Context: an optimization exercise on an open-source flow, tuned for small area and a short achievable clock period. The choices shown serve that exercise and are no tape-out recipe. Where RTL was checked, it was by simulation tests only, not by an equivalence proof against the original. The flow treats the clock pin as an ideal source, which a real chip does not have. Power figures rest on the tool's default switching activity, not on a simulated workload.

== rev 12 ==
==> flow/design.v (excerpt) <==
module spi_acl_responder #(
  parameter int          ADDR_W  = 6,
  parameter logic [7:0]  DEVID   = 8'hAD,
  parameter int          SYNC_FF = 2
) (
  input  logic              CLK,
  input  logic              RST,
  input  logic              SCLK,
  input  logic              SS,
  input  logic              SDI,
  output logic              SDO,
  input  logic              smp_valid,
  input  logic [7:0]        smp_x,
  input  logic [7:0]        smp_y,
  input  logic [7:0]        smp_z,
  output logic [7:0]        pwr_ctl,
  output logic              wr_stb,
  output logic [ADDR_W-1:0] wr_addr,
  output logic [7:0]        wr_data,
  output logic              frame_done,
  output logic              cmd_err
);
export LEC_CHECK = 0
export CAP_MARGIN = 20
export CORE_MARGIN = 2
export CORE_UTILIZATION = 40
export SLEW_MARGIN = 20
create_clock -name core_clock -period 6.0 [get_ports {CLK}]
run.sh (not shown) runs the stock make flow with config.mk's settings and CLKGATE_MAP_FILE= SYNTH_SCRIPT=/design/flow/synth_recipe.tcl, a recipe that flattens the netlist after the stock synthesis.
Here is what was changed in the inputs of rev 13 compared with rev 12.
- SETUP_SLACK_MARGIN: unset -> 3.0
- CTS_BUF_LIST: unset -> sky130_fd_sc_hd__clkbuf_4 sky130_fd_sc_hd__clkbuf_8
- ABC_CLOCK_PERIOD_IN_PS: unset -> 3000
Findings:
Run comparison: rev 13 cell at the slowest stage of the critical path clkdlybuf4s50_1; rev 12 cell at the slowest stage of the critical path nor3_1. Setup slack after placement for rev 13: 310 ps up relative to rev 12. Going from rev 12 to rev 13, the net switching fraction of the power was found to have gone up by 0.69 points. Maximum resistive drop on vdd shrinks by more than a quarter when moving from rev 12 to rev 13. Compare rev 12 and rev 13 | maximum fanout count along the critical path higher: rev 12. Between rev 13 and rev 12, it is rev 13 whose worst setup slack is higher, by 1350 ps. NOTE: non-filler instance count after layout in rev 13 exceeds that of rev 12. On share of total power in combinational logic, rev 12 and rev 13 are neck and neck. Final routed wirelength across all metal layers delta (rev 12 -> rev 13): insignificant. On area occupied by registers, rev 12 and rev 13 are basically level.

* * *

Another version of the RTL of spi_acl_responder (not shown whole).
Size in the first run: ~1300 cells after synthesis, roughly 56 I/O pins, ~17000 um2 of cells after synthesis.
==> flow/design.v (excerpt) <==
module spi_acl_responder #(
  parameter int          ADDR_W  = 6,
  parameter logic [7:0]  DEVID   = 8'hAD,
  parameter int          SYNC_FF = 2
) (
  input  logic              CLK,
  input  logic              RST,
  input  logic              SCLK,
  input  logic              SS,
  input  logic              SDI,
  output logic              SDO,
  input  logic              smp_valid,
  input  logic [7:0]        smp_x,
  input  logic [7:0]        smp_y,
  input  logic [7:0]        smp_z,
  output logic [7:0]        pwr_ctl,
  output logic              wr_stb,
  output logic [ADDR_W-1:0] wr_addr,
  output logic [7:0]        wr_data,
  output logic              frame_done,
  output logic              cmd_err
);
export LEC_CHECK = 0
export ABC_AREA = 1
export ABC_CLOCK_PERIOD_IN_PS = 2200
export CAP_MARGIN = 20
export CORE_MARGIN = 2
export CORE_UTILIZATION = 75
export CTS_BUF_LIST = sky130_fd_sc_hd__clkbuf_16
export CTS_CLUSTER_DIAMETER = 60
export CTS_CLUSTER_SIZE = 30
export PLACE_DENSITY = 0.85
export SETUP_SLACK_MARGIN = 4.0
export SLEW_MARGIN = 20
create_clock -name core_clock -period 6.0 [get_ports {CLK}]
standard.sh (not shown) runs the stock make flow with config.mk's settings and CLKGATE_MAP_FILE= SYNTH_SCRIPT=/design/flow/synth_recipe.tcl, a recipe that flattens the netlist after the stock synthesis.
==> flow/flow/run.sh <==
#!/bin/bash
set -euo pipefail
export BUFFER_PORTS_ARGS="-buffer_cell sky130_fd_sc_hd__buf_2"
export CTS_ARGS="-sink_clustering_enable -repair_clock_nets -sink_clustering_size 30 -sink_clustering_max_diameter 60 -buf_list sky130_fd_sc_hd__clkbuf_16 -dont_use_dummy_load"
export POST_CTS_TCL="$PWD/flow/quad_clk.tcl"
bash standard.sh > standard.log 2>&1
Other scripts of this flow, unchanged in this note and not shown: flow/flow/quad_clk.tcl
==> next run, changes <==
- ABC_CLOCK_PERIOD_IN_PS: 2200 -> 2000
- CORE_UTILIZATION: 75 -> 65
- PLACE_DENSITY: 0.85 -> 0.75
- SETUP_SLACK_MARGIN: 4.0 -> 4.15
After rerunning:
- The changed run finished with timing, DRC and antenna clean
- routed wire length falls by 13%
- core utilization went down by 11 points
- cell count grows by 3.4%
- worst setup slack gains 0.13 ns
- global-route usage decreases by 5.9 points
- power came out lower by 0.51%
- clock skew drops by 0.019 ns
- cell area is higher by 0.84%
==> next run, changes <==
- ABC_CLOCK_PERIOD_IN_PS: 2000 -> 2200
- SETUP_SLACK_MARGIN: 4.15 -> 4.0
What happened: Area after synthesis stays the same; core utilization went down by 0.72 points; power falls slightly; hold slack barely changes; wire length came out lower by a few percent; combinational power decreases by a few percent; first-iteration DRC count climbs by a few percent; global-route usage drops by 0.28 points; register-to-register slack got worse by 0.05 ns; synthesized cell count is unchanged.

* * *

v39:
The RTL this note starts from:
==> flow/design.v <==
`timescale 1ns/1ps
module spi_acl_responder #(
  parameter int          ADDR_W  = 6,
  parameter logic [7:0]  DEVID   = 8'hAD,
  parameter int          SYNC_FF = 2
) (
  input  logic              CLK,
  input  logic              RST,
  input  logic              SCLK,
  input  logic              SS,
  input  logic              SDI,
  output logic              SDO,
  input  logic              smp_valid,
  input  logic [7:0]        smp_x,
  input  logic [7:0]        smp_y,
  input  logic [7:0]        smp_z,
  output logic [7:0]        pwr_ctl,
  output logic              wr_stb,
  output logic [ADDR_W-1:0] wr_addr,
  output logic [7:0]        wr_data,
  output logic              frame_done,
  output logic              cmd_err
);
  localparam logic [7:0] CMD_WR = 8'h0A;
  localparam logic [7:0] CMD_RD = 8'h0B;
  localparam logic [5:0] A_DEV  = 6'h00;
  localparam logic [5:0] A_X    = 6'h08;
  localparam logic [5:0] A_Y    = 6'h09;
  localparam logic [5:0] A_Z    = 6'h0A;
  localparam logic [5:0] A_PWR  = 6'h2D;
  typedef enum logic [2:0] {
    S_IDLE, S_CMD, S_ADDR, S_WDATA, S_RDATA, S_IGNORE
  } state_t;
  state_t state, state_next;
  logic [1:0] sclk_sync, ss_sync, sdi_sync;
  logic sclk_s, ss_s, sdi_s, sclk_d, ss_d;
  logic rise, fall, rise_nx, ss_rise, ss_fall, active;
  logic [2:0] bit_cnt;
  logic [7:0] sr, rx_next, rx_pre, tx_next;
  logic [5:0] addr, addr_inc;
  logic       addr_bad, is_rd, got_byte, read_only;
  logic       bd_pre, byte_done, c_wr, c_rd, wr_en, tx_load, tx_shift, rx_shift, to_rdata;
  logic       sdo_q;
  logic [7:0] pwr_q, smp_xq, smp_yq, smp_zq;
  logic       smp_ok;
  logic [5:0] pre_addr;
  logic       pre_bad, f_dev, f_smp, f_y, f_z, f_pwr, f_c0, f_c1;
  logic [7:0] ld_val, smp_sel;
  logic [2:0] rot8, rot7, rot5;
  logic       clr;
  logic [4:0] pa;
  logic [2:0] hl [8];
  logic [7:0] tail [8];
  logic [7:0] ins;
  logic [7:0] tail_sel;
  logic [2:0] cap_sel;
  logic       cap0, cap1;
  logic [7:0] cand0, cand1;
  assign sclk_s  = sclk_sync[1];
  assign ss_s    = ss_sync[1];
  assign sdi_s   = sdi_sync[1];
  assign rise    = sclk_s & ~sclk_d;
  assign fall    = ~sclk_s & sclk_d;
  assign rise_nx = sclk_sync[0] & ~sclk_s;
  assign ss_rise = ss_s & ~ss_d;
  assign ss_fall = ~ss_s & ss_d;
  assign active    = (state != S_IDLE) && !ss_s;
  assign rx_next   = {sr[6:0], sdi_s};
  assign rx_pre    = {sr[6:0], sdi_s};
  assign read_only = (addr == A_DEV) || (addr == A_X) || (addr == A_Y) || (addr == A_Z);
  assign addr_inc  = addr + 6'd1;
  assign bd_pre    = !RST && rise_nx && active && (bit_cnt == 3'd7);
  assign pwr_ctl = pwr_q;
  assign SDO     = sdo_q;
  always_ff @(posedge CLK) begin
    sclk_sync <= {sclk_sync[0], SCLK};
    sdi_sync  <= {sdi_sync[0], SDI};
    sclk_d    <= sclk_s;
    if (RST) begin
      ss_sync <= '0;
      ss_d    <= 1'b0;
    end else begin
      ss_sync <= {ss_sync[0], SS};
      ss_d    <= ss_s;
    end
  end
  always_ff @(posedge CLK) begin
    byte_done <= bd_pre;
    c_wr      <= rx_pre == CMD_WR;
    c_rd      <= rx_pre == CMD_RD;
    wr_en     <= bd_pre && state == S_WDATA && !addr_bad && !read_only;
  end
  always_ff @(posedge CLK) begin
    if (RST) state <= S_IDLE;
    else     state <= state_next;
  end
  always_comb begin
    state_next = state;
    if (ss_s) begin
      state_next = S_IDLE;
    end else begin
      case (state)
        S_IDLE:  if (ss_fall) state_next = S_CMD;
        S_CMD:   if (byte_done) state_next = (c_wr || c_rd) ? S_ADDR : S_IGNORE;
        S_ADDR:  if (byte_done) state_next = is_rd ? S_RDATA : S_WDATA;
        default: state_next = state;
      endcase
    end
  end
  always_comb begin
    if (state == S_ADDR) begin
      pre_addr = rx_pre[5:0];
      pre_bad  = rx_pre[7:6] != 2'b00;
    end else begin
      pre_addr = addr_inc;
      pre_bad  = addr_bad;
    end
  end
  always_ff @(posedge CLK) begin
    f_dev <= !pre_bad && pre_addr == A_DEV;
    f_smp <= !pre_bad && (pre_addr == A_X || pre_addr == A_Y || pre_addr == A_Z);
    f_y   <= pre_addr[0];
    f_z   <= pre_addr[1];
    f_pwr <= !pre_bad && pre_addr == A_PWR;
    f_c0  <= !pre_bad && !pre_addr[0] && pre_addr != A_DEV && pre_addr != A_X && pre_addr != A_Z;
    f_c1  <= !pre_bad && pre_addr[0] && pre_addr != A_Y && pre_addr != A_PWR;
  end
  assign smp_sel = f_z ? smp_zq : f_y ? smp_yq : smp_xq;
  assign ld_val  = ({8{f_dev}} & DEVID) | ({8{f_smp && smp_ok}} & smp_sel) | ({8{f_pwr}} & pwr_q) |
                   ({8{f_c0}} & cand0) | ({8{f_c1}} & cand1);
  assign to_rdata = (state == S_ADDR && is_rd) || state == S_RDATA;
  assign tx_load  = byte_done && to_rdata;
  assign tx_shift = active && state == S_RDATA && fall && bit_cnt != 3'd0;
  assign rx_shift = active && state != S_RDATA && rise;
  assign tx_next  = tx_load ? ld_val : tx_shift ? {sr[6:0], 1'b0} : rx_shift ? rx_next : sr;
  always_ff @(posedge CLK) begin
    sr <= tx_next;
    if (!active) begin
      bit_cnt  <= '0;
      got_byte <= 1'b0;
    end else begin
      if (rise) bit_cnt <= bit_cnt + 3'd1;
      if (byte_done) got_byte <= 1'b1;
      if (byte_done && state == S_CMD) is_rd <= c_rd;
      if (byte_done && state == S_ADDR) begin
        addr     <= rx_next[5:0];
        addr_bad <= rx_next[7:6] != 2'b00;
      end else if (byte_done && (state == S_WDATA || state == S_RDATA)) begin
        addr     <= addr_inc;
      end
    end
  end
  always_ff @(posedge CLK) begin
    if (RST) sdo_q <= 1'b0;
    else     sdo_q <= to_rdata && !ss_s && !ss_sync[0] && (state == S_RDATA || byte_done) && tx_next[7];
  end
  always_ff @(posedge CLK) begin
    if (RST) pwr_q <= 8'h00;
    else if (wr_en && addr == A_PWR) pwr_q <= rx_next;
    if (smp_valid) begin
      smp_xq <= smp_x;
      smp_yq <= smp_y;
      smp_zq <= smp_z;
    end
    if (RST) smp_ok <= 1'b0;
    else if (smp_valid) smp_ok <= 1'b1;
  end
  always_ff @(posedge CLK) begin
    if (RST) begin
      rot8 <= 3'd0;
      rot7 <= 3'd1;
      rot5 <= 3'd3;
      clr  <= 1'b1;
    end else begin
      rot8 <= rot8 + 3'd1;
      rot7 <= (rot7 == 3'd7) ? 3'd1 : rot7 + 3'd1;
      rot5 <= (rot5 == 3'd7) ? 3'd3 : rot5 + 3'd1;
      if (rot8 == 3'd7) clr <= 1'b0;
    end
  end
  assign hl[0] = rot7;
  assign hl[1] = rot5;
  assign hl[2] = rot8;
  assign hl[3] = rot8;
  assign hl[4] = rot8;
  assign hl[5] = (rot7 == 3'd5) ? 3'd0 : rot7;
  assign hl[6] = rot8;
  assign hl[7] = rot8;
  function automatic int rlen(input int r);
    case (r)
      0:       rlen = 7;
      1:       rlen = 5;
      5:       rlen = 7;
      default: rlen = 8;
    endcase
  endfunction
  for (genvar r = 0; r < 8; r++) begin : g_ins
    assign ins[r] = clr || (wr_addr[5:3] == 3'(r) && wr_addr[2:0] == hl[r]);
  end
  for (genvar r = 0; r < 8; r++) begin : g_ring
    localparam int L = rlen(r);
    logic [8*L-1:0] q;
    assign tail[r] = q[8*L-1:8*L-8];
    always_ff @(posedge CLK) q <= {ins[r] ? wr_data : q[7:0], q[8*L-1:8]};
  end
  always_comb begin
    if (state == S_ADDR) pa = (bit_cnt == 3'd7) ? sr[4:0] : {sr[3:0], sdi_s};
    else                 pa = addr_inc[5:1];
  end
  always_ff @(posedge CLK) begin
    cap_sel <= pa[4:2];
    cap0    <= hl[pa[4:2]] == {pa[1:0], 1'b0};
    cap1    <= hl[pa[4:2]] == {pa[1:0], 1'b1};
  end
  assign tail_sel = tail[cap_sel];
  always_ff @(posedge CLK) begin
    if (cap0) cand0 <= tail_sel;
    if (cap1) cand1 <= tail_sel;
  end
  always_ff @(posedge CLK) begin
    if (RST) begin
      wr_stb     <= 1'b0;
      wr_addr    <= '0;
      wr_data    <= '0;
      frame_done <= 1'b0;
      cmd_err    <= 1'b0;
    end else begin
      wr_stb     <= wr_en;
      frame_done <= ss_rise && got_byte;
      if (wr_en) begin
        wr_addr <= addr;
        wr_data <= rx_next;
      end
      if (byte_done && state == S_CMD && !c_wr && !c_rd)
        cmd_err <= 1'b1;
    end
  end
endmodule
clock: 6.0 ns
lec_check: 0
abc_clock_period_in_ps: 2200
cap_margin: 20
core_margin: 2
core_utilization: 65
cts_buf_list: sky130_fd_sc_hd__clkbuf_16
cts_cluster_diameter: 45
cts_cluster_size: 40
place_density: 0.75
setup_slack_margin: 3.8
slew_margin: 20
run.sh (not shown) runs the stock make flow with config.mk's settings and CLKGATE_MAP_FILE= SYNTH_SCRIPT=/design/flow/synth_recipe.tcl, a recipe that flattens the netlist after the stock synthesis.
Stock flow here: none of the scripts above is used.
v39 was carried through to the last stage, and its layout satisfied the timing, DRC and antenna checks.
### v39 -> v8
Settings: CTS_CLUSTER_DIAMETER now 60, was 45; CORE_UTILIZATION now 75, was 65; PLACE_DENSITY now 0.85, was 0.75; CTS_CLUSTER_SIZE now 30, was 40.
Findings:
Going from v39 to v8, total via count in the routed design increased 684; buffer depth of the longest clock path essentially unchanged; setup slack decreased 0.064 ns; number of ordinary and repair buffers in the finished layout increased 6.
Edits applied to the flow inputs when going from v8 to v55:
Settings: a change of ABC_CLOCK_PERIOD_IN_PS from 2200 to 2400; a change of SETUP_SLACK_MARGIN from 3.8 to 3.6; a deleted PLACE_DENSITY that had been 0.85; a change of CORE_UTILIZATION from 75 to 40.
--- outcome ---
v55 vs. v8: maximum frequency dropped about 2.4%, multi-input combinational cell count barely changed, design area barely changed.
The lower cell total after placement of v8 and v55 is in v8.
Of v8 and v55, v55 shows the higher number of buffers created by CTS, with v8 below it.
[compare] base=v8 new=v55: worst hold-check slack neither gained nor lost much; worst setup margin lost 0.056 ns; final cell count picked up an extra 225; fraction of area in non-clock buffers lost 2.2 points; met3 layer usage reported by global route lost 1.8 points.
What v28 does differently from v55 at the input level:
Settings: SETUP_SLACK_MARGIN changed from 3.6 to 3.8; ABC_AREA newly set to 1; ABC_CLOCK_PERIOD_IN_PS changed from 2400 to 2200; CORE_UTILIZATION changed from 40 to 65; PLACE_DENSITY newly set to 0.75.
==> flow/flow/run.sh (new file) <==
#!/bin/bash
set -euo pipefail
export BUFFER_PORTS_ARGS="-buffer_cell sky130_fd_sc_hd__buf_2"
export CTS_ARGS="-sink_clustering_enable -repair_clock_nets -sink_clustering_size 30 -sink_clustering_max_diameter 60 -buf_list sky130_fd_sc_hd__clkbuf_16 -dont_use_dummy_load"
bash standard.sh > standard.log 2>&1
==> flow/standard.sh (new file) <==
#!/bin/bash
# synth_recipe.tcl (not shown) runs the flow's synth.tcl, then flattens the netlist and writes it again
# the make line also repeats each setting of config.mk as NAME=value (left out here)
make -C /OpenROAD-flow-scripts/flow DESIGN_CONFIG=/design/flow/config.mk WORK_HOME=/design/flow/orfs CLKGATE_MAP_FILE= SYNTH_SCRIPT=/design/flow/synth_recipe.tcl "${@:-finish}"
removed: flow/run.sh
Findings:
Relative to v55, fmax has increased by 2.9% in v28.
[compare] base=v55 new=v28: area of the die decreased about 37%, logic depth of the worst path, buffers included increased 1, met3 track demand over resource in global routing increased 0.89 points, clock power decreased 23%.
Taking v55 as the reference point, the clock network fraction of total power of v28 falls by 7.9 points.
Relative to v55, setup slack has increased by 0.066 ns in v28.
Lower synthesized cell count was reported by v55, not v28.
Going from v55 to v28, flip-flop and latch count closely matched the old numbers; power attributed to combinational cells rose by about 270%.
## Diff of input files: v23 against v28
Settings: ABC_AREA: 1 -> unset; CORE_UTILIZATION: 65 -> 40; PLACE_DENSITY: 0.75 -> unset.
==> flow/run.sh (new file) <==
#!/bin/bash
# synth_recipe.tcl (not shown) runs the flow's synth.tcl, then flattens the netlist and writes it again
# the make line also repeats each setting of config.mk as NAME=value (left out here)
make -C /OpenROAD-flow-scripts/flow DESIGN_CONFIG=/design/flow/config.mk WORK_HOME=/design/flow/orfs CLKGATE_MAP_FILE= SYNTH_SCRIPT=/design/flow/synth_recipe.tcl finish
removed: flow/flow/run.sh
removed: flow/standard.sh
==> comparison <==
Routed wire in v23 totals less than in v28. Via count, v23 vs v28: down by a little under 10%. [compare] base=v28 new=v23: cell area after layout picked up an extra 5.3%; die area picked up an extra about 60%; worst slew slack as a fraction of its limit picked up an extra 8.6 points; number of rows created at floorplan picked up an extra about 28%.
Function was not checked in any run of this note: the RTL went through the layout flow alone.

separate check: timing with driven ports:
How much do the figures lean on ideal ports? The routed layouts below were timed once more, with nothing changed but the port constraints. Step 1 sets driving cells, clkbuf_16 on the clock port and buf_2 on the other inputs (assumed; they add their load-dependent delay and slew). Step 2 adds t to the input delays and takes it off the output delays; t is the mean of the earliest and latest rising clock arrival at the registers after step 1. Input paths then give back, and output paths get back, about the clock's delay inside the block. Slacks: ideal / step 1 / step 2; pairs: ideal / step 1.
run | t (ns) | slack for setup (ns) | clock arrival spread, ns | worst register clock-pin slew, ns | cell pins on the clock port's net
rev 12 | 0.633 | 1.736 / 1.736 / 1.736 | 0.027 / 0.027 | 0.07 / 0.07 | 1
rev 13 | 0.682 | 3.090 / 3.042 / 3.138 | 0.037 / 0.036 | 0.07 / 0.07 | 1
the first run of note 2 | 0.448 | 3.817 / 3.812 / 3.595 | 0.071 / 0.071 | 0.11 / 0.11 | 4
the second run of note 2 | 0.448 | 3.948 / 3.845 / 3.818 | 0.050 / 0.050 | 0.10 / 0.10 | 4
the third run of note 2 | 0.446 | 3.950 / 3.848 / 3.783 | 0.050 / 0.050 | 0.10 / 0.10 | 4
v39 | 0.581 | 3.767 / 3.715 / 3.391 | 0.028 / 0.027 | 0.10 / 0.10 | 1
v8 | 0.623 | 3.702 / 3.656 / 3.394 | 0.018 / 0.018 | 0.11 / 0.11 | 1
v55 | 0.637 | 3.647 / 3.592 / 3.218 | 0.024 / 0.025 | 0.11 / 0.11 | 1
v28 | 0.588 | 3.712 / 3.663 / 3.405 | 0.046 / 0.046 | 0.10 / 0.10 | 1
v23 | 0.635 | 3.686 / 3.632 / 3.624 | 0.025 / 0.025 | 0.11 / 0.11 | 1
After both steps every run listed still meets setup and hold. For v55, which loses most, drivers alone change the setup slack by -0.055 ns; drivers and shift together by -0.429 ns.
